From an optimization exercise on the open Yosys and OpenROAD flow, aimed at a short achievable clock period and few clock cycles; shortcuts taken in it are not production practice.
In this exercise RTL edits were held to simulation tests only and were not proved equivalent to the original.

==> run a: inputs <==
==> flow/design.v <==
`timescale 1ns / 1ps
`default_nettype none
package ille_pkg;
    localparam int CAPACITY = 64;
    localparam int DATA_W   = 32;
    localparam int SLOT_W   = $clog2(CAPACITY);
    localparam int CNT_W    = $clog2(CAPACITY + 1);
    typedef enum logic [1:0] {
        OP_READ     = 2'd0,
        OP_INS_HEAD = 2'd1,
        OP_INS_TAIL = 2'd2,
        OP_REMOVE   = 2'd3
    } op_t;
    localparam logic [1:0] ST_OK        = 2'd0;
    localparam logic [1:0] ST_BAD_INDEX = 2'd1;
    localparam logic [1:0] ST_FULL      = 2'd2;
    typedef struct packed {
        op_t                opcode;
        logic [15:0]        index;
        logic signed [31:0] value;
    } req_t;
    typedef struct packed {
        logic [1:0]         status;
        logic signed [31:0] read_value;
        logic [6:0]         list_count;
    } rsp_t;
    typedef struct packed {
        logic              en;
        logic [SLOT_W-1:0] addr;
        logic [SLOT_W-1:0] data;
    } link_wr_t;
endpackage
`default_nettype wire
`timescale 1ns / 1ps
`default_nettype none
module ille_ram #(
    parameter int DEPTH = 64,
    parameter int WIDTH = 32
) (
    input  wire logic                     clk,
    input  wire logic                     we,
    input  wire logic [$clog2(DEPTH)-1:0] waddr,
    input  wire logic [WIDTH-1:0]         wdata,
    input  wire logic [$clog2(DEPTH)-1:0] raddr,
    output logic      [WIDTH-1:0]         rdata
);
    logic [WIDTH-1:0] mem [DEPTH];
    always_ff @(posedge clk)
    begin
        if (we)
        begin
            mem[waddr] <= wdata;
        end
        rdata <= mem[raddr];
    end
endmodule
`default_nettype wire
`timescale 1ns / 1ps
`default_nettype none
module ille_link_mem (
    input  wire logic                     clk,
    input  wire logic                     rst_n,
    input  wire ille_pkg::link_wr_t       wr,
    input  wire logic [ille_pkg::SLOT_W-1:0] raddr,
    output logic      [ille_pkg::SLOT_W-1:0] rdata
);
    logic [ille_pkg::SLOT_W-1:0]   mem [ille_pkg::CAPACITY];
    logic [ille_pkg::CAPACITY-1:0] valid_reg;
    logic [ille_pkg::SLOT_W-1:0]   ram_q;
    logic [ille_pkg::SLOT_W-1:0]   addr_q;
    logic                valid_q;
    logic [ille_pkg::SLOT_W-1:0]   chain_next;
    always_ff @(posedge clk)
    begin
        if (wr.en)
        begin
            mem[wr.addr] <= wr.data;
        end
        ram_q  <= mem[raddr];
        addr_q <= raddr;
    end
    always_ff @(posedge clk or negedge rst_n)
    begin
        if (!rst_n)
        begin
            valid_reg <= '0;
            valid_q   <= 1'b0;
        end
        else
        begin
            if (wr.en)
            begin
                valid_reg[wr.addr] <= 1'b1;
            end
            valid_q <= valid_reg[raddr];
        end
    end
    assign chain_next = (addr_q == ille_pkg::SLOT_W'(ille_pkg::CAPACITY - 1)) ? '0 : addr_q + ille_pkg::SLOT_W'(1);
    assign rdata      = valid_q ? ram_q : chain_next;
endmodule
`default_nettype wire
`timescale 1ns / 1ps
`default_nettype none
module indexed_linked_list_engine (
    input  wire logic        clk,
    input  wire logic        rst_n,
    input  wire logic        req_valid,
    output logic             req_ready,
    input  wire logic [1:0]  req_opcode,
    input  wire logic [15:0] req_index,
    input  wire logic [31:0] req_value,
    output logic             rsp_valid,
    input  wire logic        rsp_ready,
    output logic [1:0]       rsp_status,
    output logic [31:0]      rsp_read_value,
    output logic [6:0]       rsp_list_count
);
    localparam int CAP  = ille_pkg::CAPACITY;
    localparam int DW   = ille_pkg::DATA_W;
    localparam int CW   = ille_pkg::CNT_W;
    localparam int QD   = 4;                  
    localparam int RW   = 2 + DW + CW;        
    logic            ready_q;
    logic            accept;
    logic            idx_small;
    logic [5:0]      idx6;
    logic            b_valid;
    logic            b_rd, b_insh, b_inst, b_rem;
    logic [CAP-1:0]  b_oh;        
    logic [CAP-1:0]  b_ge;        
    logic [DW-1:0]   b_val;
    logic [CAP-1:0]  oh_in;
    logic [CAP-1:0]  ge_in;
    assign accept    = req_valid && ready_q;
    assign idx_small = (req_index[15:6] == 10'd0);
    assign idx6      = req_index[5:0];
    always_comb
    begin
        for (int k = 0; k < CAP; k++)
        begin
            oh_in[k] = idx_small && (idx6 == 6'(k));
            ge_in[k] = idx_small && (6'(k) >= idx6);
        end
    end
    always_ff @(posedge clk or negedge rst_n)
    begin
        if (!rst_n)
        begin
            b_valid <= 1'b0;
            b_rd    <= 1'b0;
            b_insh  <= 1'b0;
            b_inst  <= 1'b0;
            b_rem   <= 1'b0;
            b_ge    <= '0;
        end
        else
        begin
            b_valid <= accept;
            b_rd    <= accept && (req_opcode == 2'd0);
            b_insh  <= accept && (req_opcode == 2'd1);
            b_inst  <= accept && (req_opcode == 2'd2);
            b_rem   <= accept && (req_opcode == 2'd3);
            b_ge    <= (accept && (req_opcode == 2'd3)) ? ge_in : '0;
        end
    end
    always_ff @(posedge clk)
    begin
        b_oh  <= oh_in;
        b_val <= req_value;
    end
    logic [CAP-1:0][DW-1:0] arr_q;
    logic [CAP-1:0]         t_q;      
    logic [CW-1:0]          n_q;
    logic                   full;
    logic                   in_range;
    logic                   inc, dec;
    logic                   shd;
    logic [CAP-1:0]         t_lo;     
    logic [CAP-1:0]         t_hi;     
    logic [CAP-1:0]         wt;       
    logic [DW-1:0]          rd_word;
    logic [CW-1:0]          n_next;
    assign full     = t_q[CAP-1];
    assign in_range = |(b_oh & t_q);
    assign inc      = (b_insh || b_inst) && !full;
    assign dec      = b_rem && in_range;
    assign shd      = b_insh && !full;
    assign t_lo     = {t_q[CAP-2:0], 1'b1};
    assign t_hi     = {1'b0, t_q[CAP-1:1]};
    assign wt       = {CAP{b_inst}} & t_lo & ~t_q;
    always_comb
    begin
        rd_word = '0;
        for (int k = 0; k < CAP; k++)
        begin
            rd_word = rd_word | (arr_q[k] & {DW{b_oh[k]}});
        end
    end
    always_comb
    begin
        if (inc)
            n_next = n_q + CW'(1);
        else if (dec)
            n_next = n_q - CW'(1);
        else
            n_next = n_q;
    end
    always_ff @(posedge clk)
    begin
        for (int k = 0; k < CAP; k++)
        begin
            if (shd)
                arr_q[k] <= (k == 0) ? b_val : arr_q[(k == 0) ? 0 : k - 1];
            else if (wt[k])
                arr_q[k] <= b_val;
            else if (b_ge[k])
                arr_q[k] <= arr_q[(k == CAP - 1) ? k : k + 1];
        end
    end
    always_ff @(posedge clk or negedge rst_n)
    begin
        if (!rst_n)
        begin
            t_q <= '0;
            n_q <= '0;
        end
        else
        begin
            if (inc)
                t_q <= t_lo;
            else if (dec)
                t_q <= t_hi;
            n_q <= n_next;
        end
    end
    logic            c_valid;
    logic [1:0]      c_status;
    logic [DW-1:0]   c_rval;
    logic [CW-1:0]   c_count;
    always_ff @(posedge clk or negedge rst_n)
    begin
        if (!rst_n)
            c_valid <= 1'b0;
        else
            c_valid <= b_valid;
    end
    always_ff @(posedge clk)
    begin
        if (b_rd || b_rem)
            c_status <= in_range ? ille_pkg::ST_OK : ille_pkg::ST_BAD_INDEX;
        else
            c_status <= full ? ille_pkg::ST_FULL : ille_pkg::ST_OK;
        if (b_rd)
            c_rval <= in_range ? rd_word : '1;
        else
            c_rval <= '0;
        c_count <= n_next;
    end
    logic [QD-1:0][RW-1:0] q_data;
    logic [QD-1:0]         q_v;
    logic [QD-1:0][RW-1:0] s_data;
    logic [QD-1:0]         s_v;
    logic [QD-1:0]         q_ins;
    logic                  take;
    logic [2:0]            occ_q;
    logic [2:0]            occ_next;
    assign take = q_v[0] && rsp_ready;
    always_comb
    begin
        for (int k = 0; k < QD; k++)
        begin
            if (take)
            begin
                s_v[k]    = (k == QD - 1) ? 1'b0 : q_v[(k == QD - 1) ? k : k + 1];
                s_data[k] = q_data[(k == QD - 1) ? k : k + 1];
            end
            else
            begin
                s_v[k]    = q_v[k];
                s_data[k] = q_data[k];
            end
        end
        for (int k = 0; k < QD; k++)
        begin
            q_ins[k] = c_valid && !s_v[k] && ((k == 0) ? 1'b1 : s_v[(k == 0) ? 0 : k - 1]);
        end
    end
    always_ff @(posedge clk)
    begin
        for (int k = 0; k < QD; k++)
        begin
            q_data[k] <= q_ins[k] ? {c_status, c_rval, c_count} : s_data[k];
        end
    end
    always_comb
    begin
        occ_next = occ_q;
        if (accept && !take)
            occ_next = occ_q + 3'd1;
        else if (!accept && take)
            occ_next = occ_q - 3'd1;
    end
    always_ff @(posedge clk or negedge rst_n)
    begin
        if (!rst_n)
        begin
            q_v     <= '0;
            occ_q   <= '0;
            ready_q <= 1'b1;
        end
        else
        begin
            q_v     <= s_v | q_ins;
            occ_q   <= occ_next;
            ready_q <= (occ_next < 3'(QD));
        end
    end
    assign req_ready      = ready_q;
    assign rsp_valid      = q_v[0];
    assign rsp_status     = q_data[0][RW-1 -: 2];
    assign rsp_read_value = q_data[0][CW +: DW];
    assign rsp_list_count = q_data[0][CW-1:0];
endmodule
`default_nettype wire
==> flow/run.sh <==
#!/bin/bash
# synth_recipe.tcl (not shown) runs the flow's synth.tcl, then flattens the netlist and writes it again
# the make line also repeats each setting of config.mk as NAME=value (left out here)
make -C /OpenROAD-flow-scripts/flow DESIGN_CONFIG=/design/flow/config.mk WORK_HOME=/design/flow/orfs CLKGATE_MAP_FILE= SYNTH_SCRIPT=/design/flow/synth_recipe.tcl finish
==> flow/config.mk <==
export PLATFORM = sky130hd
export DESIGN_NAME = indexed_linked_list_engine
export DESIGN_NICKNAME = indexed_linked_list_engine
export VERILOG_FILES = /design/flow/design.v
export SDC_FILE = /design/flow/constraint.sdc
export NUM_CORES = 4
export LEC_CHECK = 0
export CAP_MARGIN = 20
export CORE_MARGIN = 2
export CORE_UTILIZATION = 35
export PLACE_DENSITY = 0.55
export SLEW_MARGIN = 20
==> flow/constraint.sdc <==
create_clock -name core_clock -period 6.5 [get_ports {clk}]
set_input_delay 1.3000 -clock core_clock [delete_from_list [all_inputs] [get_ports {clk}]]
set_output_delay 1.3000 -clock core_clock [all_outputs]
set_load 0.01 [all_outputs]
==> run b: changes against run a <==
--- a/flow/design.v
+++ b/flow/design.v
@@ -120,3 +120,3 @@
     localparam int CW   = ille_pkg::CNT_W;
-    localparam int QD   = 4;                  
+    localparam int QD   = 5;                  
     localparam int RW   = 2 + DW + CW;        
@@ -126,9 +126,9 @@
     logic [5:0]      idx6;
-    logic            b_valid;
-    logic            b_rd, b_insh, b_inst, b_rem;
-    logic [CAP-1:0]  b_oh;        
-    logic [CAP-1:0]  b_ge;        
-    logic [DW-1:0]   b_val;
     logic [CAP-1:0]  oh_in;
     logic [CAP-1:0]  ge_in;
+    logic            a_valid;
+    logic            a_rd, a_insh, a_inst, a_rem;
+    logic [CAP-1:0]  a_oh;        
+    logic [CAP-1:0]  a_ge;        
+    logic [DW-1:0]   a_val;
     assign accept    = req_valid && ready_q;
@@ -148,8 +148,7 @@
         begin
-            b_valid <= 1'b0;
-            b_rd    <= 1'b0;
-            b_insh  <= 1'b0;
-            b_inst  <= 1'b0;
-            b_rem   <= 1'b0;
-            b_ge    <= '0;
+            a_valid <= 1'b0;
+            a_rd    <= 1'b0;
+            a_insh  <= 1'b0;
+            a_inst  <= 1'b0;
+            a_rem   <= 1'b0;
         end
@@ -157,8 +156,7 @@
         begin
-            b_valid <= accept;
-            b_rd    <= accept && (req_opcode == 2'd0);
-            b_insh  <= accept && (req_opcode == 2'd1);
-            b_inst  <= accept && (req_opcode == 2'd2);
-            b_rem   <= accept && (req_opcode == 2'd3);
-            b_ge    <= (accept && (req_opcode == 2'd3)) ? ge_in : '0;
+            a_valid <= accept;
+            a_rd    <= accept && (req_opcode == 2'd0);
+            a_insh  <= accept && (req_opcode == 2'd1);
+            a_inst  <= accept && (req_opcode == 2'd2);
+            a_rem   <= accept && (req_opcode == 2'd3);
         end
@@ -167,33 +165,20 @@
     begin
-        b_oh  <= oh_in;
-        b_val <= req_value;
-    end
-    logic [CAP-1:0][DW-1:0] arr_q;
-    logic [CAP-1:0]         t_q;      
-    logic [CW-1:0]          n_q;
-    logic                   full;
-    logic                   in_range;
-    logic                   inc, dec;
-    logic                   shd;
-    logic [CAP-1:0]         t_lo;     
-    logic [CAP-1:0]         t_hi;     
-    logic [CAP-1:0]         wt;       
-    logic [DW-1:0]          rd_word;
-    logic [CW-1:0]          n_next;
+        a_oh  <= oh_in;
+        a_ge  <= (accept && (req_opcode == 2'd3)) ? ge_in : '0;
+        a_val <= req_value;
+    end
+    logic [CAP-1:0]  t_q;         
+    logic [CW-1:0]   n_q;
+    logic            full;
+    logic            in_range;
+    logic            inc, dec;
+    logic [CAP-1:0]  t_lo;        
+    logic [CAP-1:0]  t_hi;        
+    logic [CW-1:0]   n_next;
     assign full     = t_q[CAP-1];
-    assign in_range = |(b_oh & t_q);
-    assign inc      = (b_insh || b_inst) && !full;
-    assign dec      = b_rem && in_range;
-    assign shd      = b_insh && !full;
+    assign in_range = |(a_oh & t_q);
+    assign inc      = (a_insh || a_inst) && !full;
+    assign dec      = a_rem && in_range;
     assign t_lo     = {t_q[CAP-2:0], 1'b1};
     assign t_hi     = {1'b0, t_q[CAP-1:1]};
-    assign wt       = {CAP{b_inst}} & t_lo & ~t_q;
-    always_comb
-    begin
-        rd_word = '0;
-        for (int k = 0; k < CAP; k++)
-        begin
-            rd_word = rd_word | (arr_q[k] & {DW{b_oh[k]}});
-        end
-    end
     always_comb
@@ -207,14 +192,2 @@
     end
-    always_ff @(posedge clk)
-    begin
-        for (int k = 0; k < CAP; k++)
-        begin
-            if (shd)
-                arr_q[k] <= (k == 0) ? b_val : arr_q[(k == 0) ? 0 : k - 1];
-            else if (wt[k])
-                arr_q[k] <= b_val;
-            else if (b_ge[k])
-                arr_q[k] <= arr_q[(k == CAP - 1) ? k : k + 1];
-        end
-    end
     always_ff @(posedge clk or negedge rst_n)
@@ -235,6 +208,56 @@
     end
+    logic            b_valid;
+    logic [CAP-1:0]  b_down;      
+    logic [CAP-1:0]  b_tail;      
+    logic [CAP-1:0]  b_up;        
+    logic [CAP-1:0]  b_rsel;      
+    logic            b_rdbad;     
+    logic [DW-1:0]   b_val;
+    logic [1:0]      b_status;
+    logic [CW-1:0]   b_count;
+    always_ff @(posedge clk or negedge rst_n)
+    begin
+        if (!rst_n)
+            b_valid <= 1'b0;
+        else
+            b_valid <= a_valid;
+    end
+    always_ff @(posedge clk)
+    begin
+        b_down  <= {CAP{a_insh && !full}} & t_lo;
+        b_tail  <= {CAP{a_inst}} & t_lo & ~t_q;
+        b_up    <= a_ge & t_q;
+        b_rsel  <= {CAP{a_rd}} & a_oh;
+        b_rdbad <= a_rd && !in_range;
+        b_val   <= a_val;
+        if (a_rd || a_rem)
+            b_status <= in_range ? ille_pkg::ST_OK : ille_pkg::ST_BAD_INDEX;
+        else
+            b_status <= full ? ille_pkg::ST_FULL : ille_pkg::ST_OK;
+        b_count <= n_next;
+    end
+    logic [CAP-1:0][DW-1:0] arr_q;
+    logic [DW-1:0]          rd_word;
+    always_comb
+    begin
+        rd_word = '0;
+        for (int k = 0; k < CAP; k++)
+        begin
+            rd_word = rd_word | (arr_q[k] & {DW{b_rsel[k]}});
+        end
+    end
+    always_ff @(posedge clk)
+    begin
+        for (int k = 0; k < CAP; k++)
+        begin
+            if (b_down[k])
+                arr_q[k] <= (k == 0) ? b_val : arr_q[(k == 0) ? 0 : k - 1];
+            else if (b_tail[k])
+                arr_q[k] <= b_val;
+            else if (b_up[k])
+                arr_q[k] <= arr_q[(k == CAP - 1) ? k : k + 1];
+        end
+    end
     logic            c_valid;
-    logic [1:0]      c_status;
-    logic [DW-1:0]   c_rval;
-    logic [CW-1:0]   c_count;
+    logic [RW-1:0]   c_rsp;
     always_ff @(posedge clk or negedge rst_n)
@@ -248,11 +271,3 @@
     begin
-        if (b_rd || b_rem)
-            c_status <= in_range ? ille_pkg::ST_OK : ille_pkg::ST_BAD_INDEX;
-        else
-            c_status <= full ? ille_pkg::ST_FULL : ille_pkg::ST_OK;
-        if (b_rd)
-            c_rval <= in_range ? rd_word : '1;
-        else
-            c_rval <= '0;
-        c_count <= n_next;
+        c_rsp <= {b_status, (b_rdbad ? {DW{1'b1}} : rd_word), b_count};
     end
@@ -291,3 +306,3 @@
         begin
-            q_data[k] <= q_ins[k] ? {c_status, c_rval, c_count} : s_data[k];
+            q_data[k] <= q_ins[k] ? c_rsp : s_data[k];
         end
- ABC_CLOCK_PERIOD_IN_PS: unset -> 1800
- CORE_UTILIZATION: 35 -> 55
- PLACE_DENSITY: 0.55 -> 0.65
- SETUP_SLACK_MARGIN: unset -> 4.5
- TNS_END_PERCENT: unset -> 100
==> run c: changes against run a <==
- ABC_CLOCK_PERIOD_IN_PS: unset -> 2000
- SETUP_SLACK_MARGIN: unset -> 4.4
- TNS_END_PERCENT: unset -> 100
==> comparison <==
Run c failed in global routing. Run a completed and failed the layout checks on antenna rules, capacitance limit, slew limit. Run b failed in global routing.
In area after synthesis, run a and run c do not differ.
In run c the synthesized cell count is smaller than in run b, by 3.9%.
Testbench counts of run a, summed over its fixed seeds: cycles 12,024.
Testbench counts of run b, summed over its fixed seeds: cycles 12,032.
Testbench counts of run c, summed over its fixed seeds: cycles 12,024.

==> port drivers added, routing unchanged <==
No port has a modelled driver above. Below, the same layout with a new extraction and two added sets of constraints.
Step 1 (the two cells are an assumption about what drives the block):
set clk [get_ports {clk}]
set_driving_cell -lib_cell sky130_fd_sc_hd__clkbuf_16 $clk
set_driving_cell -lib_cell sky130_fd_sc_hd__buf_2 [delete_from_list [all_inputs] $clk]
Step 2 also shifts input and output timing later by t, the mid clock arrival at the registers, as if the neighbouring blocks saw the same clock.
Slacks: ideal ports / drivers / drivers and shift; pairs: ideal ports / drivers.
run: run a
t (ns): 1.111
setup slack, ns: 2.288 / 2.288 / 1.818
worst setup path at the end: input to register
slew at the worst register clock pin (ns): 0.07 / 0.07
For run a, drivers alone change the setup slack by 0.000 ns; drivers and shift together by -0.470 ns.
